Context: an optimization exercise on an open-source flow, tuned for small area and a short achievable clock period. The choices shown serve that exercise and are no tape-out recipe. Only simulation tests tie the RTL to the original design; equivalence was not proved.

==> flow/design.v <==
`timescale 1ns/1ps
module pipeline_control (
  input  logic general_clk,
  input  logic reset,
  input  logic in_valid,
  output logic out_valid
);
  logic v1, v2;
  always_ff @(posedge general_clk) begin
    if (reset) begin
      v1 <= 1'b0;
      v2 <= 1'b0;
    end else begin
      v1 <= in_valid;
      v2 <= v1;
    end
  end
  assign out_valid = v2;
endmodule
`timescale 1ns/1ps
module probability_stage (
  input  logic        general_clk,
  input  logic        reset,
  input  logic        in_valid,
  input  logic [15:0] fl,
  input  logic [15:0] fh,
  input  logic [3:0]  symbol,
  input  logic [4:0]  nsyms,
  input  logic        bool_mode,
  output logic        p_x,
  output logic        p_en,
  output logic        p_z,
  output logic        p_s,         
  output logic [9:0]  p_m2n,       
  output logic [5:0]  p_k,
  output logic [9:0]  p_nn,       
  output logic [4:0]  p_o2
);
  logic        vin;
  logic [9:0]  fl6, fh6;
  logic        first, sel_a, sel_c, sel_q;
  logic [5:0]  kd;        
  logic [4:0]  kdiff;     
  logic        kpos;
  logic [9:0]  m_p, m_q;
  logic [5:0]  k_next;
  assign vin   = in_valid & ~reset;
  assign fl6   = fl[15:6];
  assign fh6   = fh[15:6];
  assign first = (fl == 16'h8000);
  assign sel_a = vin & bool_mode & symbol[0];
  assign sel_c = vin & ~bool_mode & ~first;
  assign sel_q = vin & ~(bool_mode & symbol[0]);    
  assign kd    = {1'b0, nsyms} - {2'b00, symbol};
  assign kpos  = ~kd[5] & (kd[4:0] != 5'd0);
  assign kdiff = kd[5] ? 5'd0 : kd[4:0];
  assign m_p = sel_a ? fh6 : (sel_c ? fl6 : 10'd512);
  assign m_q = sel_q ? fh6 : 10'd0;
  always_comb begin
    if (sel_a)          k_next = 6'd1;
    else if (sel_c)     k_next = {5'd0, kpos};
    else if (!vin)      k_next = 6'd0;
    else if (bool_mode) k_next = 6'h3f;
    else if (kpos)      k_next = 6'd1 - {1'b0, kdiff};
    else                k_next = 6'd0;
  end
  always_ff @(posedge general_clk) begin
    p_x  <= ~sel_a & ~sel_c;
    p_z  <= ~sel_a & ~sel_c;
    p_en <= sel_q & fh6[0] & ~(sel_c & fl6[0]);
    {p_s, p_m2n} <= ({1'b0, m_p} - {1'b0, m_q}) ^ 11'h3ff;    
    p_k  <= k_next;
    p_nn  <= ~(sel_c ? fl6 : fh6);    
    p_o2 <= sel_c ? kdiff : 5'd1;
  end
endmodule
`timescale 1ns/1ps
module interval_update (
  input  logic        general_clk,
  input  logic        reset,
  input  logic        p_x,
  input  logic        p_en,
  input  logic        p_z,
  input  logic        p_s,         
  input  logic [9:0]  p_m2n,       
  input  logic [5:0]  p_k,
  input  logic [9:0]  p_nn,        
  input  logic [4:0]  p_o2,
  output logic [15:0] range_q,
  output logic [3:0]  d_q,
  output logic [15:0] add_next
);
  logic [7:0]  r8;
  logic [16:0] sum2;
  logic [16:0] sum2n;
  logic [15:0] raw;
  logic [15:0] rn;
  assign r8 = range_q[15:8];
  assign rn = ~range_q;
  wire [7:0] r8n = rn[15:8];
  wire lt_1, lt_2;
  assign lt_1 = (r8[7] & ~p_m2n[0]) ^ (r8[6] & ~p_m2n[1]);
  assign lt_2 = (r8[7] & ~p_m2n[0]) & (r8[6] & ~p_m2n[1]);
  wire lt_3, lt_4;
  assign lt_3 = (r8[7] & ~p_m2n[1]) ^ (r8[6] & ~p_m2n[2]) ^ (r8[5] & ~p_m2n[3]);
  assign lt_4 = ((r8[7] & ~p_m2n[1]) & (r8[6] & ~p_m2n[2])) | ((r8[7] & ~p_m2n[1]) & (r8[5] & ~p_m2n[3])) | ((r8[6] & ~p_m2n[2]) & (r8[5] & ~p_m2n[3]));
  wire lt_5, lt_6;
  assign lt_5 = (r8[7] & ~p_m2n[2]) ^ (r8[6] & ~p_m2n[3]);
  assign lt_6 = (r8[7] & ~p_m2n[2]) & (r8[6] & ~p_m2n[3]);
  wire lt_7, lt_8;
  assign lt_7 = (r8[7] & ~p_m2n[3]) ^ (r8[6] & ~p_m2n[4]) ^ (r8[5] & ~p_m2n[5]);
  assign lt_8 = ((r8[7] & ~p_m2n[3]) & (r8[6] & ~p_m2n[4])) | ((r8[7] & ~p_m2n[3]) & (r8[5] & ~p_m2n[5])) | ((r8[6] & ~p_m2n[4]) & (r8[5] & ~p_m2n[5]));
  wire lt_9, lt_10;
  assign lt_9 = (r8[4] & ~p_m2n[0]) ^ (r8[3] & ~p_m2n[1]);
  assign lt_10 = (r8[4] & ~p_m2n[0]) & (r8[3] & ~p_m2n[1]);
  wire lt_11, lt_12;
  assign lt_11 = (r8[5] & ~p_m2n[0]) ^ (r8[4] & ~p_m2n[1]) ^ (r8[3] & ~p_m2n[2]);
  assign lt_12 = ((r8[5] & ~p_m2n[0]) & (r8[4] & ~p_m2n[1])) | ((r8[5] & ~p_m2n[0]) & (r8[3] & ~p_m2n[2])) | ((r8[4] & ~p_m2n[1]) & (r8[3] & ~p_m2n[2]));
  wire lt_13, lt_14;
  assign lt_13 = (r8[2] & ~p_m2n[3]) ^ (r8[1] & ~p_m2n[4]);
  assign lt_14 = (r8[2] & ~p_m2n[3]) & (r8[1] & ~p_m2n[4]);
  wire lt_15, lt_16;
  assign lt_15 = (r8[6] & ~p_m2n[0]) ^ (r8[5] & ~p_m2n[1]) ^ (r8[4] & ~p_m2n[2]);
  assign lt_16 = ((r8[6] & ~p_m2n[0]) & (r8[5] & ~p_m2n[1])) | ((r8[6] & ~p_m2n[0]) & (r8[4] & ~p_m2n[2])) | ((r8[5] & ~p_m2n[1]) & (r8[4] & ~p_m2n[2]));
  wire lt_17, lt_18;
  assign lt_17 = (r8[3] & ~p_m2n[3]) ^ (r8[2] & ~p_m2n[4]) ^ (r8[1] & ~p_m2n[5]);
  assign lt_18 = ((r8[3] & ~p_m2n[3]) & (r8[2] & ~p_m2n[4])) | ((r8[3] & ~p_m2n[3]) & (r8[1] & ~p_m2n[5])) | ((r8[2] & ~p_m2n[4]) & (r8[1] & ~p_m2n[5]));
  wire lt_19, lt_20;
  assign lt_19 = (r8[0] & ~p_m2n[6]) ^ (range_q[5] & p_x);
  assign lt_20 = (r8[0] & ~p_m2n[6]) & (range_q[5] & p_x);
  wire lt_21, lt_22;
  assign lt_21 = (r8[5] & ~p_m2n[2]) ^ (r8[4] & ~p_m2n[3]) ^ (r8[3] & ~p_m2n[4]);
  assign lt_22 = ((r8[5] & ~p_m2n[2]) & (r8[4] & ~p_m2n[3])) | ((r8[5] & ~p_m2n[2]) & (r8[3] & ~p_m2n[4])) | ((r8[4] & ~p_m2n[3]) & (r8[3] & ~p_m2n[4]));
  wire lt_23, lt_24;
  assign lt_23 = (r8[2] & ~p_m2n[5]) ^ (r8[1] & ~p_m2n[6]) ^ (r8[0] & ~p_m2n[7]);
  assign lt_24 = ((r8[2] & ~p_m2n[5]) & (r8[1] & ~p_m2n[6])) | ((r8[2] & ~p_m2n[5]) & (r8[0] & ~p_m2n[7])) | ((r8[1] & ~p_m2n[6]) & (r8[0] & ~p_m2n[7]));
  wire lt_25, lt_26;
  assign lt_25 = (range_q[6] & p_x) ^ p_k[4] ^ lt_1;
  assign lt_26 = ((range_q[6] & p_x) & p_k[4]) | ((range_q[6] & p_x) & lt_1) | (p_k[4] & lt_1);
  wire lt_27, lt_28;
  assign lt_27 = (r8[4] & ~p_m2n[4]) ^ (r8[3] & ~p_m2n[5]) ^ (r8[2] & ~p_m2n[6]);
  assign lt_28 = ((r8[4] & ~p_m2n[4]) & (r8[3] & ~p_m2n[5])) | ((r8[4] & ~p_m2n[4]) & (r8[2] & ~p_m2n[6])) | ((r8[3] & ~p_m2n[5]) & (r8[2] & ~p_m2n[6]));
  wire lt_29, lt_30;
  assign lt_29 = (r8[1] & ~p_m2n[7]) ^ (r8[0] & ~p_m2n[8]) ^ (range_q[7] & p_x);
  assign lt_30 = ((r8[1] & ~p_m2n[7]) & (r8[0] & ~p_m2n[8])) | ((r8[1] & ~p_m2n[7]) & (range_q[7] & p_x)) | ((r8[0] & ~p_m2n[8]) & (range_q[7] & p_x));
  wire lt_31, lt_32;
  assign lt_31 = p_k[5] ^ lt_3 ^ lt_2;
  assign lt_32 = (p_k[5] & lt_3) | (p_k[5] & lt_2) | (lt_3 & lt_2);
  wire lt_33, lt_34;
  assign lt_33 = (r8[5] & ~p_m2n[4]) ^ (r8[4] & ~p_m2n[5]) ^ (r8[3] & ~p_m2n[6]);
  assign lt_34 = ((r8[5] & ~p_m2n[4]) & (r8[4] & ~p_m2n[5])) | ((r8[5] & ~p_m2n[4]) & (r8[3] & ~p_m2n[6])) | ((r8[4] & ~p_m2n[5]) & (r8[3] & ~p_m2n[6]));
  wire lt_35, lt_36;
  assign lt_35 = (r8[2] & ~p_m2n[7]) ^ (r8[1] & ~p_m2n[8]) ^ (r8[0] & ~p_m2n[9]);
  assign lt_36 = ((r8[2] & ~p_m2n[7]) & (r8[1] & ~p_m2n[8])) | ((r8[2] & ~p_m2n[7]) & (r8[0] & ~p_m2n[9])) | ((r8[1] & ~p_m2n[8]) & (r8[0] & ~p_m2n[9]));
  wire lt_37, lt_38;
  assign lt_37 = p_k[5] ^ lt_5 ^ lt_4;
  assign lt_38 = (p_k[5] & lt_5) | (p_k[5] & lt_4) | (lt_5 & lt_4);
  wire lt_39, lt_40;
  assign lt_39 = (r8[4] & ~p_m2n[6]) ^ (r8[3] & ~p_m2n[7]) ^ (r8[2] & ~p_m2n[8]);
  assign lt_40 = ((r8[4] & ~p_m2n[6]) & (r8[3] & ~p_m2n[7])) | ((r8[4] & ~p_m2n[6]) & (r8[2] & ~p_m2n[8])) | ((r8[3] & ~p_m2n[7]) & (r8[2] & ~p_m2n[8]));
  wire lt_41, lt_42;
  assign lt_41 = (r8[1] & ~p_m2n[9]) ^ (p_s & r8n[0]) ^ p_s;
  assign lt_42 = ((r8[1] & ~p_m2n[9]) & (p_s & r8n[0])) | ((r8[1] & ~p_m2n[9]) & p_s) | ((p_s & r8n[0]) & p_s);
  wire lt_43, lt_44;
  assign lt_43 = p_k[5] ^ lt_7 ^ lt_6;
  assign lt_44 = (p_k[5] & lt_7) | (p_k[5] & lt_6) | (lt_7 & lt_6);
  wire lt_45, lt_46;
  assign lt_45 = (r8[7] & ~p_m2n[4]) ^ (r8[6] & ~p_m2n[5]) ^ (r8[5] & ~p_m2n[6]);
  assign lt_46 = ((r8[7] & ~p_m2n[4]) & (r8[6] & ~p_m2n[5])) | ((r8[7] & ~p_m2n[4]) & (r8[5] & ~p_m2n[6])) | ((r8[6] & ~p_m2n[5]) & (r8[5] & ~p_m2n[6]));
  wire lt_47, lt_48;
  assign lt_47 = (r8[4] & ~p_m2n[7]) ^ (r8[3] & ~p_m2n[8]) ^ (r8[2] & ~p_m2n[9]);
  assign lt_48 = ((r8[4] & ~p_m2n[7]) & (r8[3] & ~p_m2n[8])) | ((r8[4] & ~p_m2n[7]) & (r8[2] & ~p_m2n[9])) | ((r8[3] & ~p_m2n[8]) & (r8[2] & ~p_m2n[9]));
  wire lt_49, lt_50;
  assign lt_49 = (p_s & r8n[1]) ^ p_k[5] ^ lt_8;
  assign lt_50 = ((p_s & r8n[1]) & p_k[5]) | ((p_s & r8n[1]) & lt_8) | (p_k[5] & lt_8);
  wire lt_51, lt_52;
  assign lt_51 = (r8[7] & ~p_m2n[5]) ^ (r8[6] & ~p_m2n[6]) ^ (r8[5] & ~p_m2n[7]);
  assign lt_52 = ((r8[7] & ~p_m2n[5]) & (r8[6] & ~p_m2n[6])) | ((r8[7] & ~p_m2n[5]) & (r8[5] & ~p_m2n[7])) | ((r8[6] & ~p_m2n[6]) & (r8[5] & ~p_m2n[7]));
  wire lt_53, lt_54;
  assign lt_53 = (r8[4] & ~p_m2n[8]) ^ (r8[3] & ~p_m2n[9]) ^ (p_s & r8n[2]);
  assign lt_54 = ((r8[4] & ~p_m2n[8]) & (r8[3] & ~p_m2n[9])) | ((r8[4] & ~p_m2n[8]) & (p_s & r8n[2])) | ((r8[3] & ~p_m2n[9]) & (p_s & r8n[2]));
  wire lt_55, lt_56;
  assign lt_55 = (r8[7] & ~p_m2n[6]) ^ (r8[6] & ~p_m2n[7]) ^ (r8[5] & ~p_m2n[8]);
  assign lt_56 = ((r8[7] & ~p_m2n[6]) & (r8[6] & ~p_m2n[7])) | ((r8[7] & ~p_m2n[6]) & (r8[5] & ~p_m2n[8])) | ((r8[6] & ~p_m2n[7]) & (r8[5] & ~p_m2n[8]));
  wire lt_57, lt_58;
  assign lt_57 = (r8[3] & ~p_m2n[0]) ^ (r8[2] & ~p_m2n[1]) ^ (r8[1] & ~p_m2n[2]);
  assign lt_58 = ((r8[3] & ~p_m2n[0]) & (r8[2] & ~p_m2n[1])) | ((r8[3] & ~p_m2n[0]) & (r8[1] & ~p_m2n[2])) | ((r8[2] & ~p_m2n[1]) & (r8[1] & ~p_m2n[2]));
  wire lt_59, lt_60;
  assign lt_59 = (r8[2] & ~p_m2n[2]) ^ (r8[1] & ~p_m2n[3]) ^ (r8[0] & ~p_m2n[4]);
  assign lt_60 = ((r8[2] & ~p_m2n[2]) & (r8[1] & ~p_m2n[3])) | ((r8[2] & ~p_m2n[2]) & (r8[0] & ~p_m2n[4])) | ((r8[1] & ~p_m2n[3]) & (r8[0] & ~p_m2n[4]));
  wire lt_61, lt_62;
  assign lt_61 = (range_q[3] & p_x) ^ p_k[1];
  assign lt_62 = (range_q[3] & p_x) & p_k[1];
  wire lt_63, lt_64;
  assign lt_63 = (r8[0] & ~p_m2n[5]) ^ (range_q[4] & p_x) ^ p_k[2];
  assign lt_64 = ((r8[0] & ~p_m2n[5]) & (range_q[4] & p_x)) | ((r8[0] & ~p_m2n[5]) & p_k[2]) | ((range_q[4] & p_x) & p_k[2]);
  wire lt_65, lt_66;
  assign lt_65 = lt_11 ^ lt_13 ^ lt_10;
  assign lt_66 = (lt_11 & lt_13) | (lt_11 & lt_10) | (lt_13 & lt_10);
  wire lt_67, lt_68;
  assign lt_67 = p_k[3] ^ lt_15 ^ lt_17;
  assign lt_68 = (p_k[3] & lt_15) | (p_k[3] & lt_17) | (lt_15 & lt_17);
  wire lt_69, lt_70;
  assign lt_69 = lt_19 ^ lt_12 ^ lt_14;
  assign lt_70 = (lt_19 & lt_12) | (lt_19 & lt_14) | (lt_12 & lt_14);
  wire lt_71, lt_72;
  assign lt_71 = lt_21 ^ lt_23 ^ lt_25;
  assign lt_72 = (lt_21 & lt_23) | (lt_21 & lt_25) | (lt_23 & lt_25);
  wire lt_73, lt_74;
  assign lt_73 = lt_16 ^ lt_18 ^ lt_20;
  assign lt_74 = (lt_16 & lt_18) | (lt_16 & lt_20) | (lt_18 & lt_20);
  wire lt_75, lt_76;
  assign lt_75 = lt_27 ^ lt_29 ^ lt_31;
  assign lt_76 = (lt_27 & lt_29) | (lt_27 & lt_31) | (lt_29 & lt_31);
  wire lt_77, lt_78;
  assign lt_77 = lt_22 ^ lt_24 ^ lt_26;
  assign lt_78 = (lt_22 & lt_24) | (lt_22 & lt_26) | (lt_24 & lt_26);
  wire lt_79, lt_80;
  assign lt_79 = lt_33 ^ lt_35 ^ lt_37;
  assign lt_80 = (lt_33 & lt_35) | (lt_33 & lt_37) | (lt_35 & lt_37);
  wire lt_81, lt_82;
  assign lt_81 = lt_28 ^ lt_30 ^ lt_32;
  assign lt_82 = (lt_28 & lt_30) | (lt_28 & lt_32) | (lt_30 & lt_32);
  wire lt_83, lt_84;
  assign lt_83 = lt_39 ^ lt_41 ^ lt_43;
  assign lt_84 = (lt_39 & lt_41) | (lt_39 & lt_43) | (lt_41 & lt_43);
  wire lt_85, lt_86;
  assign lt_85 = lt_34 ^ lt_36 ^ lt_38;
  assign lt_86 = (lt_34 & lt_36) | (lt_34 & lt_38) | (lt_36 & lt_38);
  wire lt_87, lt_88;
  assign lt_87 = lt_45 ^ lt_47 ^ lt_49;
  assign lt_88 = (lt_45 & lt_47) | (lt_45 & lt_49) | (lt_47 & lt_49);
  wire lt_89, lt_90;
  assign lt_89 = lt_40 ^ lt_42 ^ lt_44;
  assign lt_90 = (lt_40 & lt_42) | (lt_40 & lt_44) | (lt_42 & lt_44);
  wire lt_91, lt_92;
  assign lt_91 = p_k[5] ^ lt_51 ^ lt_53;
  assign lt_92 = (p_k[5] & lt_51) | (p_k[5] & lt_53) | (lt_51 & lt_53);
  wire lt_93, lt_94;
  assign lt_93 = lt_46 ^ lt_48 ^ lt_50;
  assign lt_94 = (lt_46 & lt_48) | (lt_46 & lt_50) | (lt_48 & lt_50);
  wire lt_95, lt_96;
  assign lt_95 = (r8[4] & ~p_m2n[9]) ^ (p_s & r8n[3]) ^ p_k[5];
  assign lt_96 = ((r8[4] & ~p_m2n[9]) & (p_s & r8n[3])) | ((r8[4] & ~p_m2n[9]) & p_k[5]) | ((p_s & r8n[3]) & p_k[5]);
  wire lt_97, lt_98;
  assign lt_97 = lt_55 ^ lt_52 ^ lt_54;
  assign lt_98 = (lt_55 & lt_52) | (lt_55 & lt_54) | (lt_52 & lt_54);
  wire lt_99, lt_100;
  assign lt_99 = (r8[7] & ~p_m2n[7]) ^ (r8[6] & ~p_m2n[8]) ^ (r8[5] & ~p_m2n[9]);
  assign lt_100 = ((r8[7] & ~p_m2n[7]) & (r8[6] & ~p_m2n[8])) | ((r8[7] & ~p_m2n[7]) & (r8[5] & ~p_m2n[9])) | ((r8[6] & ~p_m2n[8]) & (r8[5] & ~p_m2n[9]));
  wire lt_101, lt_102;
  assign lt_101 = (p_s & r8n[4]) ^ p_k[5] ^ lt_56;
  assign lt_102 = ((p_s & r8n[4]) & p_k[5]) | ((p_s & r8n[4]) & lt_56) | (p_k[5] & lt_56);
  wire lt_103, lt_104;
  assign lt_103 = (r8[7] & ~p_m2n[8]) ^ (r8[6] & ~p_m2n[9]) ^ (p_s & r8n[5]);
  assign lt_104 = ((r8[7] & ~p_m2n[8]) & (r8[6] & ~p_m2n[9])) | ((r8[7] & ~p_m2n[8]) & (p_s & r8n[5])) | ((r8[6] & ~p_m2n[9]) & (p_s & r8n[5]));
  wire lt_105, lt_106;
  assign lt_105 = (r8[1] & ~p_m2n[0]) ^ (r8[0] & ~p_m2n[1]);
  assign lt_106 = (r8[1] & ~p_m2n[0]) & (r8[0] & ~p_m2n[1]);
  wire lt_107, lt_108;
  assign lt_107 = (r8[2] & ~p_m2n[0]) ^ (r8[1] & ~p_m2n[1]) ^ (r8[0] & ~p_m2n[2]);
  assign lt_108 = ((r8[2] & ~p_m2n[0]) & (r8[1] & ~p_m2n[1])) | ((r8[2] & ~p_m2n[0]) & (r8[0] & ~p_m2n[2])) | ((r8[1] & ~p_m2n[1]) & (r8[0] & ~p_m2n[2]));
  wire lt_109, lt_110;
  assign lt_109 = (r8[0] & ~p_m2n[3]) ^ (range_q[2] & p_x) ^ p_k[0];
  assign lt_110 = ((r8[0] & ~p_m2n[3]) & (range_q[2] & p_x)) | ((r8[0] & ~p_m2n[3]) & p_k[0]) | ((range_q[2] & p_x) & p_k[0]);
  wire lt_111, lt_112;
  assign lt_111 = lt_9 ^ lt_59 ^ lt_61;
  assign lt_112 = (lt_9 & lt_59) | (lt_9 & lt_61) | (lt_59 & lt_61);
  wire lt_113, lt_114;
  assign lt_113 = lt_63 ^ lt_65 ^ lt_60;
  assign lt_114 = (lt_63 & lt_65) | (lt_63 & lt_60) | (lt_65 & lt_60);
  wire lt_115, lt_116;
  assign lt_115 = lt_67 ^ lt_69 ^ lt_64;
  assign lt_116 = (lt_67 & lt_69) | (lt_67 & lt_64) | (lt_69 & lt_64);
  wire lt_117, lt_118;
  assign lt_117 = lt_71 ^ lt_73 ^ lt_68;
  assign lt_118 = (lt_71 & lt_73) | (lt_71 & lt_68) | (lt_73 & lt_68);
  wire lt_119, lt_120;
  assign lt_119 = lt_75 ^ lt_77 ^ lt_72;
  assign lt_120 = (lt_75 & lt_77) | (lt_75 & lt_72) | (lt_77 & lt_72);
  wire lt_121, lt_122;
  assign lt_121 = lt_79 ^ lt_81 ^ lt_76;
  assign lt_122 = (lt_79 & lt_81) | (lt_79 & lt_76) | (lt_81 & lt_76);
  wire lt_123, lt_124;
  assign lt_123 = lt_83 ^ lt_85 ^ lt_80;
  assign lt_124 = (lt_83 & lt_85) | (lt_83 & lt_80) | (lt_85 & lt_80);
  wire lt_125, lt_126;
  assign lt_125 = lt_87 ^ lt_89 ^ lt_84;
  assign lt_126 = (lt_87 & lt_89) | (lt_87 & lt_84) | (lt_89 & lt_84);
  wire lt_127, lt_128;
  assign lt_127 = lt_91 ^ lt_93 ^ lt_88;
  assign lt_128 = (lt_91 & lt_93) | (lt_91 & lt_88) | (lt_93 & lt_88);
  wire lt_129, lt_130;
  assign lt_129 = lt_95 ^ lt_97 ^ lt_92;
  assign lt_130 = (lt_95 & lt_97) | (lt_95 & lt_92) | (lt_97 & lt_92);
  wire lt_131, lt_132;
  assign lt_131 = lt_99 ^ lt_101 ^ lt_96;
  assign lt_132 = (lt_99 & lt_101) | (lt_99 & lt_96) | (lt_101 & lt_96);
  wire lt_133, lt_134;
  assign lt_133 = p_k[5] ^ lt_103 ^ lt_100;
  assign lt_134 = (p_k[5] & lt_103) | (p_k[5] & lt_100) | (lt_103 & lt_100);
  wire lt_135, lt_136;
  assign lt_135 = (r8[7] & ~p_m2n[9]) ^ (p_s & r8n[6]) ^ p_k[5];
  assign lt_136 = ((r8[7] & ~p_m2n[9]) & (p_s & r8n[6])) | ((r8[7] & ~p_m2n[9]) & p_k[5]) | ((p_s & r8n[6]) & p_k[5]);
  wire lt_137, lt_138;
  assign lt_137 = (range_q[0] & p_x) ^ (p_en & r8[0]);
  assign lt_138 = (range_q[0] & p_x) & (p_en & r8[0]);
  wire lt_139, lt_140;
  assign lt_139 = (range_q[1] & p_x) ^ lt_107 ^ lt_106;
  assign lt_140 = ((range_q[1] & p_x) & lt_107) | ((range_q[1] & p_x) & lt_106) | (lt_107 & lt_106);
  wire lt_141, lt_142;
  assign lt_141 = lt_57 ^ lt_109 ^ lt_108;
  assign lt_142 = (lt_57 & lt_109) | (lt_57 & lt_108) | (lt_109 & lt_108);
  wire lt_143, lt_144;
  assign lt_143 = lt_58 ^ lt_111 ^ lt_110;
  assign lt_144 = (lt_58 & lt_111) | (lt_58 & lt_110) | (lt_111 & lt_110);
  wire lt_145, lt_146;
  assign lt_145 = lt_62 ^ lt_113 ^ lt_112;
  assign lt_146 = (lt_62 & lt_113) | (lt_62 & lt_112) | (lt_113 & lt_112);
  wire lt_147, lt_148;
  assign lt_147 = lt_66 ^ lt_115 ^ lt_114;
  assign lt_148 = (lt_66 & lt_115) | (lt_66 & lt_114) | (lt_115 & lt_114);
  wire lt_149, lt_150;
  assign lt_149 = lt_70 ^ lt_117 ^ lt_116;
  assign lt_150 = (lt_70 & lt_117) | (lt_70 & lt_116) | (lt_117 & lt_116);
  wire lt_151, lt_152;
  assign lt_151 = lt_74 ^ lt_119 ^ lt_118;
  assign lt_152 = (lt_74 & lt_119) | (lt_74 & lt_118) | (lt_119 & lt_118);
  wire lt_153, lt_154;
  assign lt_153 = lt_78 ^ lt_121 ^ lt_120;
  assign lt_154 = (lt_78 & lt_121) | (lt_78 & lt_120) | (lt_121 & lt_120);
  wire lt_155, lt_156;
  assign lt_155 = lt_82 ^ lt_123 ^ lt_122;
  assign lt_156 = (lt_82 & lt_123) | (lt_82 & lt_122) | (lt_123 & lt_122);
  wire lt_157, lt_158;
  assign lt_157 = lt_86 ^ lt_125 ^ lt_124;
  assign lt_158 = (lt_86 & lt_125) | (lt_86 & lt_124) | (lt_125 & lt_124);
  wire lt_159, lt_160;
  assign lt_159 = lt_90 ^ lt_127 ^ lt_126;
  assign lt_160 = (lt_90 & lt_127) | (lt_90 & lt_126) | (lt_127 & lt_126);
  wire lt_161, lt_162;
  assign lt_161 = lt_94 ^ lt_129 ^ lt_128;
  assign lt_162 = (lt_94 & lt_129) | (lt_94 & lt_128) | (lt_129 & lt_128);
  wire lt_163, lt_164;
  assign lt_163 = lt_98 ^ lt_131 ^ lt_130;
  assign lt_164 = (lt_98 & lt_131) | (lt_98 & lt_130) | (lt_131 & lt_130);
  wire lt_165, lt_166;
  assign lt_165 = lt_102 ^ lt_133 ^ lt_132;
  assign lt_166 = (lt_102 & lt_133) | (lt_102 & lt_132) | (lt_133 & lt_132);
  wire lt_167, lt_168;
  assign lt_167 = lt_104 ^ lt_135 ^ lt_134;
  assign lt_168 = (lt_104 & lt_135) | (lt_104 & lt_134) | (lt_135 & lt_134);
  wire [16:0] lt_a, lt_b;
  assign lt_a = {lt_167, lt_165, lt_163, lt_161, lt_159, lt_157, lt_155, lt_153, lt_151, lt_149, lt_147, lt_145, lt_143, lt_141, lt_139, lt_105, 1'b0};
  assign lt_b = {lt_166, lt_164, lt_162, lt_160, lt_158, lt_156, lt_154, lt_152, lt_150, lt_148, lt_146, lt_144, lt_142, lt_140, lt_138, lt_137, 1'b0};
  assign sum2 = lt_a + lt_b;
  assign raw  = sum2[16:1];
  wire at_1, at_2;
  assign at_1 = rn[6] ^ p_o2[4];
  assign at_2 = rn[6] & p_o2[4];
  wire at_3, at_4;
  assign at_3 = rn[7] ^ (r8[7] & ~p_nn[1]);
  assign at_4 = rn[7] & (r8[7] & ~p_nn[1]);
  wire at_5, at_6;
  assign at_5 = rn[8] ^ (r8[7] & ~p_nn[2]);
  assign at_6 = rn[8] & (r8[7] & ~p_nn[2]);
  wire at_7, at_8;
  assign at_7 = rn[3] ^ p_o2[1];
  assign at_8 = rn[3] & p_o2[1];
  wire at_9, at_10;
  assign at_9 = rn[4] ^ p_o2[2] ^ (r8[5] & ~p_nn[0]);
  assign at_10 = (rn[4] & p_o2[2]) | (rn[4] & (r8[5] & ~p_nn[0])) | (p_o2[2] & (r8[5] & ~p_nn[0]));
  wire at_11, at_12;
  assign at_11 = (r8[4] & ~p_nn[1]) ^ (r8[3] & ~p_nn[2]);
  assign at_12 = (r8[4] & ~p_nn[1]) & (r8[3] & ~p_nn[2]);
  wire at_13, at_14;
  assign at_13 = rn[5] ^ p_o2[3] ^ (r8[6] & ~p_nn[0]);
  assign at_14 = (rn[5] & p_o2[3]) | (rn[5] & (r8[6] & ~p_nn[0])) | (p_o2[3] & (r8[6] & ~p_nn[0]));
  wire at_15, at_16;
  assign at_15 = (r8[5] & ~p_nn[1]) ^ (r8[4] & ~p_nn[2]) ^ (r8[3] & ~p_nn[3]);
  assign at_16 = ((r8[5] & ~p_nn[1]) & (r8[4] & ~p_nn[2])) | ((r8[5] & ~p_nn[1]) & (r8[3] & ~p_nn[3])) | ((r8[4] & ~p_nn[2]) & (r8[3] & ~p_nn[3]));
  wire at_17, at_18;
  assign at_17 = (r8[2] & ~p_nn[4]) ^ (r8[1] & ~p_nn[5]);
  assign at_18 = (r8[2] & ~p_nn[4]) & (r8[1] & ~p_nn[5]);
  wire at_19, at_20;
  assign at_19 = (r8[7] & ~p_nn[0]) ^ (r8[6] & ~p_nn[1]) ^ (r8[5] & ~p_nn[2]);
  assign at_20 = ((r8[7] & ~p_nn[0]) & (r8[6] & ~p_nn[1])) | ((r8[7] & ~p_nn[0]) & (r8[5] & ~p_nn[2])) | ((r8[6] & ~p_nn[1]) & (r8[5] & ~p_nn[2]));
  wire at_21, at_22;
  assign at_21 = (r8[4] & ~p_nn[3]) ^ (r8[3] & ~p_nn[4]) ^ (r8[2] & ~p_nn[5]);
  assign at_22 = ((r8[4] & ~p_nn[3]) & (r8[3] & ~p_nn[4])) | ((r8[4] & ~p_nn[3]) & (r8[2] & ~p_nn[5])) | ((r8[3] & ~p_nn[4]) & (r8[2] & ~p_nn[5]));
  wire at_23, at_24;
  assign at_23 = (r8[1] & ~p_nn[6]) ^ (r8[0] & ~p_nn[7]) ^ at_1;
  assign at_24 = ((r8[1] & ~p_nn[6]) & (r8[0] & ~p_nn[7])) | ((r8[1] & ~p_nn[6]) & at_1) | ((r8[0] & ~p_nn[7]) & at_1);
  wire at_25, at_26;
  assign at_25 = (r8[6] & ~p_nn[2]) ^ (r8[5] & ~p_nn[3]) ^ (r8[4] & ~p_nn[4]);
  assign at_26 = ((r8[6] & ~p_nn[2]) & (r8[5] & ~p_nn[3])) | ((r8[6] & ~p_nn[2]) & (r8[4] & ~p_nn[4])) | ((r8[5] & ~p_nn[3]) & (r8[4] & ~p_nn[4]));
  wire at_27, at_28;
  assign at_27 = (r8[3] & ~p_nn[5]) ^ (r8[2] & ~p_nn[6]) ^ (r8[1] & ~p_nn[7]);
  assign at_28 = ((r8[3] & ~p_nn[5]) & (r8[2] & ~p_nn[6])) | ((r8[3] & ~p_nn[5]) & (r8[1] & ~p_nn[7])) | ((r8[2] & ~p_nn[6]) & (r8[1] & ~p_nn[7]));
  wire at_29, at_30;
  assign at_29 = (r8[0] & ~p_nn[8]) ^ at_3 ^ at_2;
  assign at_30 = ((r8[0] & ~p_nn[8]) & at_3) | ((r8[0] & ~p_nn[8]) & at_2) | (at_3 & at_2);
  wire at_31, at_32;
  assign at_31 = (r8[6] & ~p_nn[3]) ^ (r8[5] & ~p_nn[4]) ^ (r8[4] & ~p_nn[5]);
  assign at_32 = ((r8[6] & ~p_nn[3]) & (r8[5] & ~p_nn[4])) | ((r8[6] & ~p_nn[3]) & (r8[4] & ~p_nn[5])) | ((r8[5] & ~p_nn[4]) & (r8[4] & ~p_nn[5]));
  wire at_33, at_34;
  assign at_33 = (r8[3] & ~p_nn[6]) ^ (r8[2] & ~p_nn[7]) ^ (r8[1] & ~p_nn[8]);
  assign at_34 = ((r8[3] & ~p_nn[6]) & (r8[2] & ~p_nn[7])) | ((r8[3] & ~p_nn[6]) & (r8[1] & ~p_nn[8])) | ((r8[2] & ~p_nn[7]) & (r8[1] & ~p_nn[8]));
  wire at_35, at_36;
  assign at_35 = (r8[0] & ~p_nn[9]) ^ at_5 ^ at_4;
  assign at_36 = ((r8[0] & ~p_nn[9]) & at_5) | ((r8[0] & ~p_nn[9]) & at_4) | (at_5 & at_4);
  wire at_37, at_38;
  assign at_37 = rn[9] ^ (r8[7] & ~p_nn[3]) ^ (r8[6] & ~p_nn[4]);
  assign at_38 = (rn[9] & (r8[7] & ~p_nn[3])) | (rn[9] & (r8[6] & ~p_nn[4])) | ((r8[7] & ~p_nn[3]) & (r8[6] & ~p_nn[4]));
  wire at_39, at_40;
  assign at_39 = (r8[5] & ~p_nn[5]) ^ (r8[4] & ~p_nn[6]) ^ (r8[3] & ~p_nn[7]);
  assign at_40 = ((r8[5] & ~p_nn[5]) & (r8[4] & ~p_nn[6])) | ((r8[5] & ~p_nn[5]) & (r8[3] & ~p_nn[7])) | ((r8[4] & ~p_nn[6]) & (r8[3] & ~p_nn[7]));
  wire at_41, at_42;
  assign at_41 = (r8[2] & ~p_nn[8]) ^ (r8[1] & ~p_nn[9]) ^ at_6;
  assign at_42 = ((r8[2] & ~p_nn[8]) & (r8[1] & ~p_nn[9])) | ((r8[2] & ~p_nn[8]) & at_6) | ((r8[1] & ~p_nn[9]) & at_6);
  wire at_43, at_44;
  assign at_43 = rn[10] ^ (r8[7] & ~p_nn[4]) ^ (r8[6] & ~p_nn[5]);
  assign at_44 = (rn[10] & (r8[7] & ~p_nn[4])) | (rn[10] & (r8[6] & ~p_nn[5])) | ((r8[7] & ~p_nn[4]) & (r8[6] & ~p_nn[5]));
  wire at_45, at_46;
  assign at_45 = (r8[5] & ~p_nn[6]) ^ (r8[4] & ~p_nn[7]) ^ (r8[3] & ~p_nn[8]);
  assign at_46 = ((r8[5] & ~p_nn[6]) & (r8[4] & ~p_nn[7])) | ((r8[5] & ~p_nn[6]) & (r8[3] & ~p_nn[8])) | ((r8[4] & ~p_nn[7]) & (r8[3] & ~p_nn[8]));
  wire at_47, at_48;
  assign at_47 = rn[11] ^ (r8[7] & ~p_nn[5]) ^ (r8[6] & ~p_nn[6]);
  assign at_48 = (rn[11] & (r8[7] & ~p_nn[5])) | (rn[11] & (r8[6] & ~p_nn[6])) | ((r8[7] & ~p_nn[5]) & (r8[6] & ~p_nn[6]));
  wire at_49, at_50;
  assign at_49 = rn[2] ^ p_o2[0] ^ (r8[3] & ~p_nn[0]);
  assign at_50 = (rn[2] & p_o2[0]) | (rn[2] & (r8[3] & ~p_nn[0])) | (p_o2[0] & (r8[3] & ~p_nn[0]));
  wire at_51, at_52;
  assign at_51 = (r8[4] & ~p_nn[0]) ^ (r8[3] & ~p_nn[1]) ^ (r8[2] & ~p_nn[2]);
  assign at_52 = ((r8[4] & ~p_nn[0]) & (r8[3] & ~p_nn[1])) | ((r8[4] & ~p_nn[0]) & (r8[2] & ~p_nn[2])) | ((r8[3] & ~p_nn[1]) & (r8[2] & ~p_nn[2]));
  wire at_53, at_54;
  assign at_53 = (r8[1] & ~p_nn[3]) ^ (r8[0] & ~p_nn[4]);
  assign at_54 = (r8[1] & ~p_nn[3]) & (r8[0] & ~p_nn[4]);
  wire at_55, at_56;
  assign at_55 = (r8[2] & ~p_nn[3]) ^ (r8[1] & ~p_nn[4]) ^ (r8[0] & ~p_nn[5]);
  assign at_56 = ((r8[2] & ~p_nn[3]) & (r8[1] & ~p_nn[4])) | ((r8[2] & ~p_nn[3]) & (r8[0] & ~p_nn[5])) | ((r8[1] & ~p_nn[4]) & (r8[0] & ~p_nn[5]));
  wire at_57, at_58;
  assign at_57 = at_9 ^ at_11 ^ at_8;
  assign at_58 = (at_9 & at_11) | (at_9 & at_8) | (at_11 & at_8);
  wire at_59, at_60;
  assign at_59 = (r8[0] & ~p_nn[6]) ^ at_13 ^ at_15;
  assign at_60 = ((r8[0] & ~p_nn[6]) & at_13) | ((r8[0] & ~p_nn[6]) & at_15) | (at_13 & at_15);
  wire at_61, at_62;
  assign at_61 = at_17 ^ at_10 ^ at_12;
  assign at_62 = (at_17 & at_10) | (at_17 & at_12) | (at_10 & at_12);
  wire at_63, at_64;
  assign at_63 = at_19 ^ at_21 ^ at_23;
  assign at_64 = (at_19 & at_21) | (at_19 & at_23) | (at_21 & at_23);
  wire at_65, at_66;
  assign at_65 = at_14 ^ at_16 ^ at_18;
  assign at_66 = (at_14 & at_16) | (at_14 & at_18) | (at_16 & at_18);
  wire at_67, at_68;
  assign at_67 = at_25 ^ at_27 ^ at_29;
  assign at_68 = (at_25 & at_27) | (at_25 & at_29) | (at_27 & at_29);
  wire at_69, at_70;
  assign at_69 = at_20 ^ at_22 ^ at_24;
  assign at_70 = (at_20 & at_22) | (at_20 & at_24) | (at_22 & at_24);
  wire at_71, at_72;
  assign at_71 = at_31 ^ at_33 ^ at_35;
  assign at_72 = (at_31 & at_33) | (at_31 & at_35) | (at_33 & at_35);
  wire at_73, at_74;
  assign at_73 = at_26 ^ at_28 ^ at_30;
  assign at_74 = (at_26 & at_28) | (at_26 & at_30) | (at_28 & at_30);
  wire at_75, at_76;
  assign at_75 = at_37 ^ at_39 ^ at_41;
  assign at_76 = (at_37 & at_39) | (at_37 & at_41) | (at_39 & at_41);
  wire at_77, at_78;
  assign at_77 = at_32 ^ at_34 ^ at_36;
  assign at_78 = (at_32 & at_34) | (at_32 & at_36) | (at_34 & at_36);
  wire at_79, at_80;
  assign at_79 = (r8[2] & ~p_nn[9]) ^ at_43 ^ at_45;
  assign at_80 = ((r8[2] & ~p_nn[9]) & at_43) | ((r8[2] & ~p_nn[9]) & at_45) | (at_43 & at_45);
  wire at_81, at_82;
  assign at_81 = at_38 ^ at_40 ^ at_42;
  assign at_82 = (at_38 & at_40) | (at_38 & at_42) | (at_40 & at_42);
  wire at_83, at_84;
  assign at_83 = (r8[5] & ~p_nn[7]) ^ (r8[4] & ~p_nn[8]) ^ (r8[3] & ~p_nn[9]);
  assign at_84 = ((r8[5] & ~p_nn[7]) & (r8[4] & ~p_nn[8])) | ((r8[5] & ~p_nn[7]) & (r8[3] & ~p_nn[9])) | ((r8[4] & ~p_nn[8]) & (r8[3] & ~p_nn[9]));
  wire at_85, at_86;
  assign at_85 = at_47 ^ at_44 ^ at_46;
  assign at_86 = (at_47 & at_44) | (at_47 & at_46) | (at_44 & at_46);
  wire at_87, at_88;
  assign at_87 = rn[12] ^ (r8[7] & ~p_nn[6]) ^ (r8[6] & ~p_nn[7]);
  assign at_88 = (rn[12] & (r8[7] & ~p_nn[6])) | (rn[12] & (r8[6] & ~p_nn[7])) | ((r8[7] & ~p_nn[6]) & (r8[6] & ~p_nn[7]));
  wire at_89, at_90;
  assign at_89 = (r8[5] & ~p_nn[8]) ^ (r8[4] & ~p_nn[9]) ^ at_48;
  assign at_90 = ((r8[5] & ~p_nn[8]) & (r8[4] & ~p_nn[9])) | ((r8[5] & ~p_nn[8]) & at_48) | ((r8[4] & ~p_nn[9]) & at_48);
  wire at_91, at_92;
  assign at_91 = rn[13] ^ (r8[7] & ~p_nn[7]) ^ (r8[6] & ~p_nn[8]);
  assign at_92 = (rn[13] & (r8[7] & ~p_nn[7])) | (rn[13] & (r8[6] & ~p_nn[8])) | ((r8[7] & ~p_nn[7]) & (r8[6] & ~p_nn[8]));
  wire at_93, at_94;
  assign at_93 = rn[1] ^ (r8[2] & ~p_nn[0]);
  assign at_94 = rn[1] & (r8[2] & ~p_nn[0]);
  wire at_95, at_96;
  assign at_95 = (r8[2] & ~p_nn[1]) ^ (r8[1] & ~p_nn[2]) ^ (r8[0] & ~p_nn[3]);
  assign at_96 = ((r8[2] & ~p_nn[1]) & (r8[1] & ~p_nn[2])) | ((r8[2] & ~p_nn[1]) & (r8[0] & ~p_nn[3])) | ((r8[1] & ~p_nn[2]) & (r8[0] & ~p_nn[3]));
  wire at_97, at_98;
  assign at_97 = at_7 ^ at_51 ^ at_53;
  assign at_98 = (at_7 & at_51) | (at_7 & at_53) | (at_51 & at_53);
  wire at_99, at_100;
  assign at_99 = at_55 ^ at_57 ^ at_52;
  assign at_100 = (at_55 & at_57) | (at_55 & at_52) | (at_57 & at_52);
  wire at_101, at_102;
  assign at_101 = at_59 ^ at_61 ^ at_56;
  assign at_102 = (at_59 & at_61) | (at_59 & at_56) | (at_61 & at_56);
  wire at_103, at_104;
  assign at_103 = at_63 ^ at_65 ^ at_60;
  assign at_104 = (at_63 & at_65) | (at_63 & at_60) | (at_65 & at_60);
  wire at_105, at_106;
  assign at_105 = at_67 ^ at_69 ^ at_64;
  assign at_106 = (at_67 & at_69) | (at_67 & at_64) | (at_69 & at_64);
  wire at_107, at_108;
  assign at_107 = at_71 ^ at_73 ^ at_68;
  assign at_108 = (at_71 & at_73) | (at_71 & at_68) | (at_73 & at_68);
  wire at_109, at_110;
  assign at_109 = at_75 ^ at_77 ^ at_72;
  assign at_110 = (at_75 & at_77) | (at_75 & at_72) | (at_77 & at_72);
  wire at_111, at_112;
  assign at_111 = at_79 ^ at_81 ^ at_76;
  assign at_112 = (at_79 & at_81) | (at_79 & at_76) | (at_81 & at_76);
  wire at_113, at_114;
  assign at_113 = at_83 ^ at_85 ^ at_80;
  assign at_114 = (at_83 & at_85) | (at_83 & at_80) | (at_85 & at_80);
  wire at_115, at_116;
  assign at_115 = at_87 ^ at_89 ^ at_84;
  assign at_116 = (at_87 & at_89) | (at_87 & at_84) | (at_89 & at_84);
  wire at_117, at_118;
  assign at_117 = (r8[5] & ~p_nn[9]) ^ at_91 ^ at_88;
  assign at_118 = ((r8[5] & ~p_nn[9]) & at_91) | ((r8[5] & ~p_nn[9]) & at_88) | (at_91 & at_88);
  wire at_119, at_120;
  assign at_119 = rn[14] ^ (r8[7] & ~p_nn[8]) ^ (r8[6] & ~p_nn[9]);
  assign at_120 = (rn[14] & (r8[7] & ~p_nn[8])) | (rn[14] & (r8[6] & ~p_nn[9])) | ((r8[7] & ~p_nn[8]) & (r8[6] & ~p_nn[9]));
  wire at_121, at_122;
  assign at_121 = rn[0] ^ (r8[1] & ~p_nn[0]);
  assign at_122 = rn[0] & (r8[1] & ~p_nn[0]);
  wire at_123, at_124;
  assign at_123 = (r8[1] & ~p_nn[1]) ^ (r8[0] & ~p_nn[2]) ^ at_93;
  assign at_124 = ((r8[1] & ~p_nn[1]) & (r8[0] & ~p_nn[2])) | ((r8[1] & ~p_nn[1]) & at_93) | ((r8[0] & ~p_nn[2]) & at_93);
  wire at_125, at_126;
  assign at_125 = at_49 ^ at_95 ^ at_94;
  assign at_126 = (at_49 & at_95) | (at_49 & at_94) | (at_95 & at_94);
  wire at_127, at_128;
  assign at_127 = at_50 ^ at_97 ^ at_96;
  assign at_128 = (at_50 & at_97) | (at_50 & at_96) | (at_97 & at_96);
  wire at_129, at_130;
  assign at_129 = at_54 ^ at_99 ^ at_98;
  assign at_130 = (at_54 & at_99) | (at_54 & at_98) | (at_99 & at_98);
  wire at_131, at_132;
  assign at_131 = at_58 ^ at_101 ^ at_100;
  assign at_132 = (at_58 & at_101) | (at_58 & at_100) | (at_101 & at_100);
  wire at_133, at_134;
  assign at_133 = at_62 ^ at_103 ^ at_102;
  assign at_134 = (at_62 & at_103) | (at_62 & at_102) | (at_103 & at_102);
  wire at_135, at_136;
  assign at_135 = at_66 ^ at_105 ^ at_104;
  assign at_136 = (at_66 & at_105) | (at_66 & at_104) | (at_105 & at_104);
  wire at_137, at_138;
  assign at_137 = at_70 ^ at_107 ^ at_106;
  assign at_138 = (at_70 & at_107) | (at_70 & at_106) | (at_107 & at_106);
  wire at_139, at_140;
  assign at_139 = at_74 ^ at_109 ^ at_108;
  assign at_140 = (at_74 & at_109) | (at_74 & at_108) | (at_109 & at_108);
  wire at_141, at_142;
  assign at_141 = at_78 ^ at_111 ^ at_110;
  assign at_142 = (at_78 & at_111) | (at_78 & at_110) | (at_111 & at_110);
  wire at_143, at_144;
  assign at_143 = at_82 ^ at_113 ^ at_112;
  assign at_144 = (at_82 & at_113) | (at_82 & at_112) | (at_113 & at_112);
  wire at_145, at_146;
  assign at_145 = at_86 ^ at_115 ^ at_114;
  assign at_146 = (at_86 & at_115) | (at_86 & at_114) | (at_115 & at_114);
  wire at_147, at_148;
  assign at_147 = at_90 ^ at_117 ^ at_116;
  assign at_148 = (at_90 & at_117) | (at_90 & at_116) | (at_117 & at_116);
  wire at_149, at_150;
  assign at_149 = at_92 ^ at_119 ^ at_118;
  assign at_150 = (at_92 & at_119) | (at_92 & at_118) | (at_119 & at_118);
  wire at_151, at_152;
  assign at_151 = rn[15] ^ (r8[7] & ~p_nn[9]) ^ at_120;
  assign at_152 = (rn[15] & (r8[7] & ~p_nn[9])) | (rn[15] & at_120) | ((r8[7] & ~p_nn[9]) & at_120);
  wire [16:0] at_a, at_b;
  assign at_a = {at_151, at_149, at_147, at_145, at_143, at_141, at_139, at_137, at_135, at_133, at_131, at_129, at_127, at_125, at_123, (r8[0] & ~p_nn[1]), 1'b0};
  assign at_b = {at_150, at_148, at_146, at_144, at_142, at_140, at_138, at_136, at_134, at_132, at_130, at_128, at_126, at_124, at_122, at_121, 1'b0};
  assign sum2n    = at_a + at_b;
  assign add_next = ~(sum2n[16:1] | {16{p_z}});
  logic        z8, z4, z2, z1, raw_zero;
  logic [15:0] t1, t2, t3, range_next;
  logic [3:0]  d_next;
  assign z8 = ~|raw[15:8];
  assign t1 = z8 ? {raw[7:0], 8'd0} : raw;
  assign z4 = ~|t1[15:12];
  assign t2 = z4 ? {t1[11:0], 4'd0} : t1;
  assign z2 = ~|t2[15:14];
  assign t3 = z2 ? {t2[13:0], 2'd0} : t2;
  assign z1 = ~t3[15];
  assign range_next = z1 ? {t3[14:0], 1'b0} : t3;
  assign raw_zero = ~|raw;
  assign d_next = (raw_zero | reset) ? 4'd0 : {z8, z4, z2, z1};
  always_ff @(posedge general_clk) begin
    if (reset) range_q <= 16'd32768;
    else       range_q <= range_next;
    d_q <= d_next;
  end
endmodule
`timescale 1ns/1ps
module renormalizer (
  input  logic        general_clk,
  input  logic        reset,
  input  logic [15:0] add_next,
  input  logic [3:0]  d_q,
  output logic [23:0] low_out,
  output logic [4:0]  cnt_out,
  output logic [1:0]  bit_flag,
  output logic [15:0] out_bit_1,
  output logic [15:0] out_bit_2
);
  logic [23:0] sum_q;
  logic [3:0]  cq;
  logic [4:0]  e_sum;        
  logic        emit1, emit2;
  logic [2:0]  f_sum;        
  logic [23:0] low_shl;
  logic [23:0] low_next;
  logic [23:0] sum_next;
  logic [3:0]  cq_next;
  logic [7:0]  keep_hi;
  logic [24:0] win_src;
  logic [23:0] win;
  assign e_sum = {1'b0, cq} + {1'b0, d_q};
  assign emit1 = e_sum >= 5'd9;
  assign emit2 = e_sum >= 5'd17;
  assign f_sum = e_sum[2:0] - 3'd1;    
  always_comb begin
    case (f_sum)
      3'd0: keep_hi = 8'h00;
      3'd1: keep_hi = 8'h01;
      3'd2: keep_hi = 8'h03;
      3'd3: keep_hi = 8'h07;
      3'd4: keep_hi = 8'h0f;
      3'd5: keep_hi = 8'h1f;
      3'd6: keep_hi = 8'h3f;
      default: keep_hi = 8'h7f;
    endcase
    if (!emit1) keep_hi = 8'hff;
  end
  assign low_shl  = sum_q << d_q;
  assign low_next = low_shl & {keep_hi, 16'hffff};
  assign cq_next  = emit1 ? {1'b0, f_sum} + 4'd1 : e_sum[3:0];
  assign sum_next = low_next + {8'd0, add_next};
  assign win_src = {sum_q, 1'b0};
  assign win     = 24'(win_src >> cq);
  always_ff @(posedge general_clk) begin
    if (reset) begin
      sum_q <= '0;
      cq    <= '0;
    end else begin
      sum_q <= sum_next;
      cq    <= cq_next;
    end
  end
  assign low_out   = low_next;
  assign cnt_out   = {1'b0, cq_next} - 5'd9;
  assign bit_flag  = {emit2, emit1 & ~emit2};
  assign out_bit_1 = win[23:8];
  assign out_bit_2 = {8'd0, win[7:0]};
endmodule
`timescale 1ns/1ps
module arith_encoder #(
  parameter int SYMBOL_WIDTH = 4
) (
  input  logic                    general_clk,
  input  logic                    reset,
  input  logic                    in_valid,
  input  logic [15:0]             fl,
  input  logic [15:0]             fh,
  input  logic [SYMBOL_WIDTH-1:0] symbol,
  input  logic [SYMBOL_WIDTH:0]   nsyms,
  input  logic                    bool_mode,
  output logic                    out_valid,
  output logic [15:0]             range_out,
  output logic [23:0]             low_out,
  output logic [4:0]              cnt_out,
  output logic [1:0]              bit_flag,
  output logic [15:0]             out_bit_1,
  output logic [15:0]             out_bit_2
);
  logic        p_x, p_en, p_z;
  logic        p_s;
  logic [9:0]  p_m2n;
  logic [5:0]  p_k;
  logic [9:0]  p_nn;
  logic [4:0]  p_o2;
  logic [15:0] add_next;
  logic [3:0]  d_q;
  pipeline_control u_control (
    .general_clk (general_clk),
    .reset       (reset),
    .in_valid    (in_valid),
    .out_valid   (out_valid)
  );
  probability_stage u_stage_1 (
    .general_clk (general_clk),
    .reset       (reset),
    .in_valid    (in_valid),
    .fl          (fl),
    .fh          (fh),
    .symbol      (symbol),
    .nsyms       (nsyms),
    .bool_mode   (bool_mode),
    .p_x         (p_x),
    .p_en        (p_en),
    .p_z         (p_z),
    .p_s         (p_s),
    .p_m2n       (p_m2n),
    .p_k         (p_k),
    .p_nn         (p_nn),
    .p_o2        (p_o2)
  );
  interval_update u_stage_2 (
    .general_clk (general_clk),
    .reset       (reset),
    .p_x         (p_x),
    .p_en        (p_en),
    .p_z         (p_z),
    .p_s         (p_s),
    .p_m2n       (p_m2n),
    .p_k         (p_k),
    .p_nn         (p_nn),
    .p_o2        (p_o2),
    .range_q     (range_out),
    .d_q         (d_q),
    .add_next    (add_next)
  );
  renormalizer u_stage_3 (
    .general_clk (general_clk),
    .reset       (reset),
    .add_next    (add_next),
    .d_q         (d_q),
    .low_out     (low_out),
    .cnt_out     (cnt_out),
    .bit_flag    (bit_flag),
    .out_bit_1   (out_bit_1),
    .out_bit_2   (out_bit_2)
  );
endmodule
==> flow/flow/run.sh <==
#!/bin/bash
# The standard layout with three changes: synthesis skips the quick ABC pass
# inside Yosys's synth (the final ABC mapping still runs), adders use Yosys's
# Sklansky carry network instead of Kogge-Stone, and the ports get the
# smallest buffer instead of the delay buffer that buffer_ports picks by
# default. All output goes to run_standard.log in this folder; ORFS keeps its
# own logs under orfs/logs.
set -euo pipefail
export SYNTH_ARGS="-noabc"
export SYNTH_OPERATIONS_ARGS="-extra-map +/choices/sklansky.v"
export BUFFER_PORTS_ARGS="-buffer_cell sky130_fd_sc_hd__buf_1"
bash standard.sh > run_standard.log 2>&1
==> flow/standard.sh <==
#!/bin/bash
# synth_recipe.tcl (not shown) runs the flow's synth.tcl, then flattens the netlist and writes it again
# the make line also repeats each setting of config.mk as NAME=value (left out here)
make -C /OpenROAD-flow-scripts/flow DESIGN_CONFIG=/design/flow/config.mk WORK_HOME=/design/flow/orfs CLKGATE_MAP_FILE= SYNTH_SCRIPT=/design/flow/synth_recipe.tcl "${@:-finish}"
==> flow/config.mk <==
export PLATFORM = sky130hd
export DESIGN_NAME = arith_encoder
export DESIGN_NICKNAME = arith_encoder
export VERILOG_FILES = /design/flow/design.v
export SDC_FILE = /design/flow/constraint.sdc
export NUM_CORES = 4
export LEC_CHECK = 0
export ABC_AREA = 1
export CAP_MARGIN = 20
export CORE_MARGIN = 2
export CORE_UTILIZATION = 40
export CTS_BUF_LIST = sky130_fd_sc_hd__clkbuf_8
export SETUP_SLACK_MARGIN = 3.0
export SLEW_MARGIN = 20
==> flow/constraint.sdc <==
create_clock -name core_clock -period 9.0 [get_ports {general_clk}]
set_input_delay 1.8000 -clock core_clock [delete_from_list [all_inputs] [get_ports {general_clk}]]
set_output_delay 1.8000 -clock core_clock [all_outputs]
set_load 0.01 [all_outputs]
==> results of run 1 <==
-- path summary, 6_finish.rpt --
check | startpoint | end
worst min-delay path | u_control.v1 | u_control.v2
worst min register to register | u_control.v1 | u_control.v2
worst max-delay path | u_stage_2.range_q[15] | u_stage_3.sum_q[16]
worst max register to register | u_stage_2.range_q[15] | u_stage_3.sum_q[16]
-- routing by layer --
layer | wire length, µm | part of all wire | vias to the layer above
met3 | 1610 | 0.048 | 39
met4 | 700 | 0.021 | 0
li1 | - | - | 5473
met5 | 0 | 0 | -
met1 | 14000 | 0.41 | 5305
met2 | 17600 | 0.52 | 253
-- through the flow --
step	hold WS (ns)	worst slack, ns
finish	0.475	3.24
detailed placement	0.463	1.77
CTS	0.474	2.99
global placement	0.478	1.83
floorplan	0.388	3.04
global route	0.535	2.92
-- flip-flops by register name, summed over array words and instances, names as in the netlist --
register,cells
u_stage_1.p_m2n,10
u_stage_1.p_x,1
u_stage_1.p_s,1
u_stage_1.p_nn,10
u_stage_2.range_q,16
u_stage_1.p_k,6
u_control.v1,1
u_stage_2.d_q,4
u_stage_1.p_o2,5
u_stage_3.cq,4
u_stage_3.sum_q,24
u_stage_1.p_en,1
u_control.v2,1
-- area by class of cell --
class | instances | area (µm²) | area share
repair inverters | 4 | 25.0 | 0.00182
repair buffers | 155 | 782 | 0.0570
clock buffers | 9 | 124 | 0.00902
well taps | 396 | 495 | 0.0361
clock inverters | 7 | 45.0 | 0.00328
inverters | 228 | 928 | 0.0676
flip-flops and latches | 84 | 1720 | 0.125
multi-input cells | 1317 | 9600 | 0.700
-- logic make-up (layout without fill, tap and decap cells) --
logic type      after synthesis  count (layout)  synth area share
compound gates              249             249             0.110
xor+xnor                     29              29            0.0207
fa+ha+maj                   252             252             0.354
buf+inv                     324             403             0.110
flops                        84              84             0.137
mux                          17              17            0.0138
other cells                   1               8          0.000305
simple gates                760             762             0.255
-- cell usage after synthesis (4+ instances only) --
library cell	number	area, µm²
nand2_1	413	1550
nor2_1	250	938
inv_1	216	811
fa_1	160	3200
o21ai_0	155	776
ha_1	92	1150
dfxtp_1	84	1680
a21oi_1	50	250
clkbuf_1	47	176
nand3_1	42	210
buf_4	26	195
xor2_1	19	166
mux2i_1	17	170
buf_2	13	65.1
o211ai_1	13	97.6
or2_2	10	62.6
xnor2_1	10	87.6
buf_1	7	26.3
nand2_4	7	78.8
a31oi_1	6	37.5
inv_2	6	22.5
nand2_2	6	37.5
o21ai_1	6	30.0
clkinv_1	5	18.8
nor2_4	5	56.3
nor4_1	5	31.3
a21o_1	4	30.0
and2_1	4	25.0
nand4_1	4	25.0
nor3_1	4	20.0
-- worst max-delay path: stages, from the launching register on --
cell        delay [ns]
dfxtp_4           0.41
clkinvlp_4        0.15
buf_4             0.18
nor2_1            0.10
ha_1              0.25
fa_1              0.47
fa_1              0.52
fa_1              0.43
fa_1              0.58
ha_4              0.22
a21o_1            0.19
buf_4             0.15
a21oi_1           0.20
inv_1             0.11
a21oi_2           0.14
xnor2_1           0.13
nor2_1            0.06
ha_1              0.36
nand2_1           0.08
a21oi_2           0.18
nor3_2            0.08
a21oi_4           0.24
ha_2              0.32
inv_1             0.05
nor2_1            0.03
-- repair_timing --
item | CTS | global route
buffers inserted | 17 | 24
hold buffers | 0 | 0
cloned | 4 | 2
gates resized for setup | 38 | 71
endpoints found under the setup margin | 37 | 31
pin swaps | 7 | 47
==> impl_metrics.tcl, run 1 <==
set metrics [dict create \
    cts_sinks 84 \
    tightest_slew_ns 0.820 \
    cp_data_required_time_ns 9.24 \
    placed_area_um2 12800 \
    grtUsageMet1 0.257 \
    arrival_ns 6.00 \
    grt_pass1_vias 10700 \
    layoutNonFillerInstCount 2200 \
    drv_slew 0 \
    clk_transition_reported_paths_ns 0.09 \
    final_cell_area_um2 13700 \
    finalClockSkew_ns 0.0170 \
    synth_seq_cells 84 \
    antenna_left 0 \
    antenna_cells 0 \
    hold_depth 2 \
    final_common_cell "nand2_1" \
    setup_tns_ns 0 \
    core_area_um2 30400 \
    wl_per_cell_um 15.4 \
    seq_area_frac_synth 0.137 \
    grt_pass1_wl_mm 53.6 \
    rsz0062_at_grt "true" \
    dpl.hpwl_mm 26.6 \
    vias 11100 \
    io_pins 125 \
    period_needed_ns 5.76 \
    numPortBuffers 110 \
    grt_max_degree 48 \
    start_kind "flip-flop" \
    postLayoutCoreUtil 0.451 \
    outcome "finished clean" \
    critPathCaptureType "flip-flop" \
    async_flop_share 0 \
    layout_common_cells "408 x nand2_1, 236 x nor2_1, 212 x inv_1, 157 x fa_1, 152 x o21ai_0" \
    synth_cell_types 52 \
    die_area_um2 32200 \
    cts_buffers 9 \
    synth_edf_count 0 \
    path_max_fanout 5 \
    gr-total-overflow 0 \
    setup_violations 0 \
    busiest_layer "met2" \
    die-height_um 179 \
    drcViolationCount 0 \
    drtPass1Iterations 5 \
    postSynthCellCount 1716 \
    grt_usage 0.212 \
    drive_gt1_frac 0.0992 \
    initial_core_util 0.404 \
    cts.path.max_buffers 2 \
    layout.nets 2096 \
    placed_cells 2137 \
    path_class "flip-flop to flip-flop" \
    met2_usage 0.396 \
    htree_levels 3 \
    r2r_setup_slack_ns 3.24 \
    min_period_over_period 0.640 \
    drt_iter0_drc 552 \
    use_met3 0.0295 \
    cts-root-buf "clkbuf_8" \
    syn_avg_cell_area_um2 7.17 \
    die_w_um 179 \
    finalHoldViolCount 0 \
    drv_cap 0 \
    yosys_warnings 4 \
    nFillCells 3176 \
    area_delta_synth_final_pct 11.6 \
    vias_per_cell 5.03 \
    reg2reg_depth 24 \
    hp-class "flip-flop to flip-flop" \
    cts_tree "yes" \
    max_freq_mhz 174 \
    wirelength_mm 33.9 \
    netlist_area_um2 12300 \
    antenna_found_initial 0 \
    max-slew-margin-rel 0.452 \
    clock_latency_ns 0.37 \
    synth_flop_cell "dfxtp_1" \
    gp_congestion 0.876 \
    num_rows 64 \
]
==> run 2: changes to the inputs <==
--- a/flow/config.mk
+++ b/flow/config.mk
@@ -9,6 +9,6 @@
 export CAP_MARGIN = 20
 export CORE_MARGIN = 2
-export CORE_UTILIZATION = 40
+export CORE_UTILIZATION = 50
 export CTS_BUF_LIST = sky130_fd_sc_hd__clkbuf_8
-export SETUP_SLACK_MARGIN = 3.0
+export SETUP_SLACK_MARGIN = 2.9
 export SLEW_MARGIN = 20
==> run 2 against run 1 <==
Clock skew rose by 0.0066 ns. Register-to-register slack got worse by 0.10 ns. Non-clock buffer count fell by 9. Cell count fell by 3.8%. Global-route usage rose by 5.1 points. Hold slack got worse by 0.066 ns. Wire length fell by 0.90%. Utilization rose by 10 points. Still clean on timing, DRC and antenna. Critical path depth rose by 3. Largest cell class unchanged. Synthesized area did not move.
==> impl_metrics.tcl, run 2 <==
set metrics [dict create \
    yosysTopAreaCell "fa_1" \
    drv_slew 0 \
    layout_common_cells "408 x nand2_1, 246 x nor2_1, 212 x inv_1, 159 x fa_1, 154 x o21ai_0" \
    die_area_um2 25900 \
    r2r_setup_slack_ns 3.14 \
    core_area_um2 24200 \
    path_max_fanout 19 \
    layoutNonFillerInstCount 2117 \
    synthTopCellsByArea "fa_1 26%, dfxtp_1 14%, nand2_1 13%, ha_1 9.4%, nor2_1 7.6%" \
    reg2reg_depth 27 \
    largest_reg_flops 24 \
    reg2reg_from "u_stage_2.range_q[13]" \
    synth_cell_types 52 \
    finalClockSkew_ns 0.0236 \
    outcome "finished clean" \
    place_ws_ns 2.22 \
    use_met3 0.0424 \
    fin_ws_ns 3.14 \
    max_freq_mhz 171 \
    arrival_ns 6.19 \
    seq_area_frac_synth 0.137 \
    placed_cells 2067 \
    gp_congestion 0.857 \
    busiest_layer "met2" \
    netlist_area_um2 12300 \
    wirelength_mm 33.6 \
    finalHoldViolCount 0 \
    cp-startpoint "u_stage_2.range_q[13]" \
    io_pins 125 \
    min_from "u_control.v1" \
    max-slew-margin-rel 0.467 \
    antenna_left 0 \
    postLayoutCoreUtil 0.555 \
    synth_seq_cells 84 \
    grtUsageMet1 0.333 \
    clock_latency_ns 0.40 \
    critPathCaptureType "flip-flop" \
    grt_usage 0.263 \
    drt_iter0_drc 620 \
    area_delta_synth_final_pct 9.38 \
    cp_data_required_time_ns 9.33 \
    clk_transition_reported_paths_ns 0.11 \
    gr-total-overflow 0 \
    die-height_um 161 \
    synth.most_common_cell "nand2_1" \
    die_w_um 161 \
    met2_usage 0.458 \
    synth_flop_cell "dfxtp_1" \
    yosysTopAreaCellShare 0.260 \
    setup_violations 0 \
    drive_gt1_frac 0.0820 \
    antenna_found_initial 0 \
    min_period_over_period 0.651 \
    vias_per_cell 5.20 \
    syn_avg_cell_area_um2 7.17 \
    cts-root-buf "clkbuf_8" \
    rsz0062_at_grt "false" \
    layout.nets 2085 \
    wl_per_cell_um 15.9 \
    cts_sinks 84 \
    numPortBuffers 110 \
    cts.path.max_buffers 2 \
    path_class "flip-flop to flip-flop" \
    tightest_slew_ns 0.798 \
    reg_top3 "u_stage_3.sum_q x24, u_stage_2.range_q x16" \
    vias 11000 \
    drv_cap 0 \
    htree_levels 3 \
    hp-class "flip-flop to flip-flop" \
    crit_end "u_stage_2.range_q[7]" \
    max_flop_register "u_stage_3.sum_q" \
    grt_max_degree 48 \
    async_flop_share 0 \
    setup_tns_ns 0 \
    grt_pass1_wl_mm 53.6 \
    postSynthCellCount 1716 \
    drtPass1Iterations 5 \
    dpl.hpwl_mm 26.9 \
    final_common_cell "nand2_1" \
    antenna_cells 0 \
    drcViolationCount 0 \
    hold_buffers 0 \
    grt_pass1_vias 10500 \
    num_rows 57 \
    yosys_warnings 4 \
    cts_buffers 9 \
    start_kind "flip-flop" \
    hold_depth 2 \
    synth_edf_count 0 \
    period_needed_ns 5.86 \
    initial_core_util 0.507 \
    cts_tree "yes" \
    synth_commonest_cells "413 x nand2_1, 250 x nor2_1, 216 x inv_1, 160 x fa_1, 155 x o21ai_0" \
    r2r-end "u_stage_2.range_q[7]" \
]
## run 2: cell counts after synthesis
Identical to the previous run, type by type.
## run 2: final cells by class
| type | count | area [µm²] |
|---|---|---|
| clock inverters | 7 | 78.8 |
| inverters | 228 | 910 |
| repair buffers | 146 | 716 |
| fillers | 2473 | 10800 |
| well taps | 324 | 405 |
| flip-flops and latches | 84 | 1710 |
| multi-input cells | 1316 | 9480 |
| repair inverters | 3 | 20.0 |
| clock buffers | 9 | 124 |
## run 2: worst min path at each step
stage              endpoint  slack [ns]
6_report       u_control.v2        0.41
5_1_grt        u_control.v2        0.42
4_1_cts        u_control.v2        0.41
3_5_place_dp   u_control.v2        0.39
3_3_place_gp   u_control.v2        0.39
2_1_floorplan  u_control.v2        0.39
## run 2: cells by family (layout without fill, tap and decap cells)
kind of cell / after synthesis / in the layout / share of synthesized area
simple gates: 760 / 761 / 0.255
xor+xnor: 29 / 29 / 0.0207
buf+inv: 324 / 393 / 0.110
mux: 17 / 17 / 0.0138
compound gates: 249 / 249 / 0.110
flops: 84 / 84 / 0.137
fa+ha+maj: 252 / 252 / 0.354
other cells: 1 / 8 / 0.000305
## run 2: routing by layer
metal,vias to the layer above,part of all wire
met3,59,0.048
met5,-,0
met2,302,0.50
met4,0,0.031
met1,5206,0.42
li1,5451,-
## run 2: worst max-delay path: stages (launching register included)
cell,delay [ns]
dfxtp_1,0.33
buf_6,0.14
clkinv_8,0.12
nor2_2,0.12
fa_1,0.45
fa_1,0.52
fa_1,0.44
fa_1,0.47
fa_1,0.58
ha_4,0.23
nand2_1,0.08
inv_1,0.05
a21oi_2,0.16
nand2_4,0.07
fa_1,0.37
xor2_1,0.16
nor2_1,0.15
inv_1,0.09
nor2_4,0.14
nand2_4,0.11
o21bai_1,0.23
nand3_1,0.11
nand2_1,0.13
nand2_4,0.09
a21oi_4,0.16
buf_12,0.14
nand2_1,0.05
nand2_1,0.07
## run 2: what timing repair did
action	4_1_cts	5_1_grt
cloned	3	1
setup buffers	16	14
pin swaps	3	34
gates resized for setup	29	44
endpoints found under the setup margin	31	30
## run 2: metrics by stage
stage                     hold WS (ns)  area, µm²
after floorplan                  0.388      12300
after global placement           0.392      12700
after detailed placement         0.393      12700
after CTS                        0.410      13100
after global routing             0.421      13500
final                            0.409      13500

==> static timing again, ports no longer ideal <==
The results above use ideal ports. As a check the final layouts listed here were re-extracted and re-timed, cells and wires unchanged. Step 1 (the two cells are an assumption about what drives the block):
set clk [get_ports {general_clk}]
set_driving_cell -lib_cell sky130_fd_sc_hd__clkbuf_16 $clk
set_driving_cell -lib_cell sky130_fd_sc_hd__buf_2 [delete_from_list [all_inputs] $clk]
Step 2 adds t to the input delays and takes it off the output delays; t is the mean of the earliest and latest rising clock arrival at the registers after step 1. Input paths then give back, and output paths get back, about the clock's delay inside the block. Three values: ideal ports, drivers, drivers and shift; two values: the first two.
run | shift t [ns] | setup slack, ns | worst data-port slew with drivers (ns)
run 1 | 0.413 | 3.244 / 3.244 / 3.171 | 0.03
run 2 | 0.435 | 3.140 / 3.140 / 2.871 | 0.04
After both steps every run listed still meets setup and hold. For run 2, which loses most, drivers alone change the setup slack by 0.000 ns; drivers and shift together by -0.269 ns.
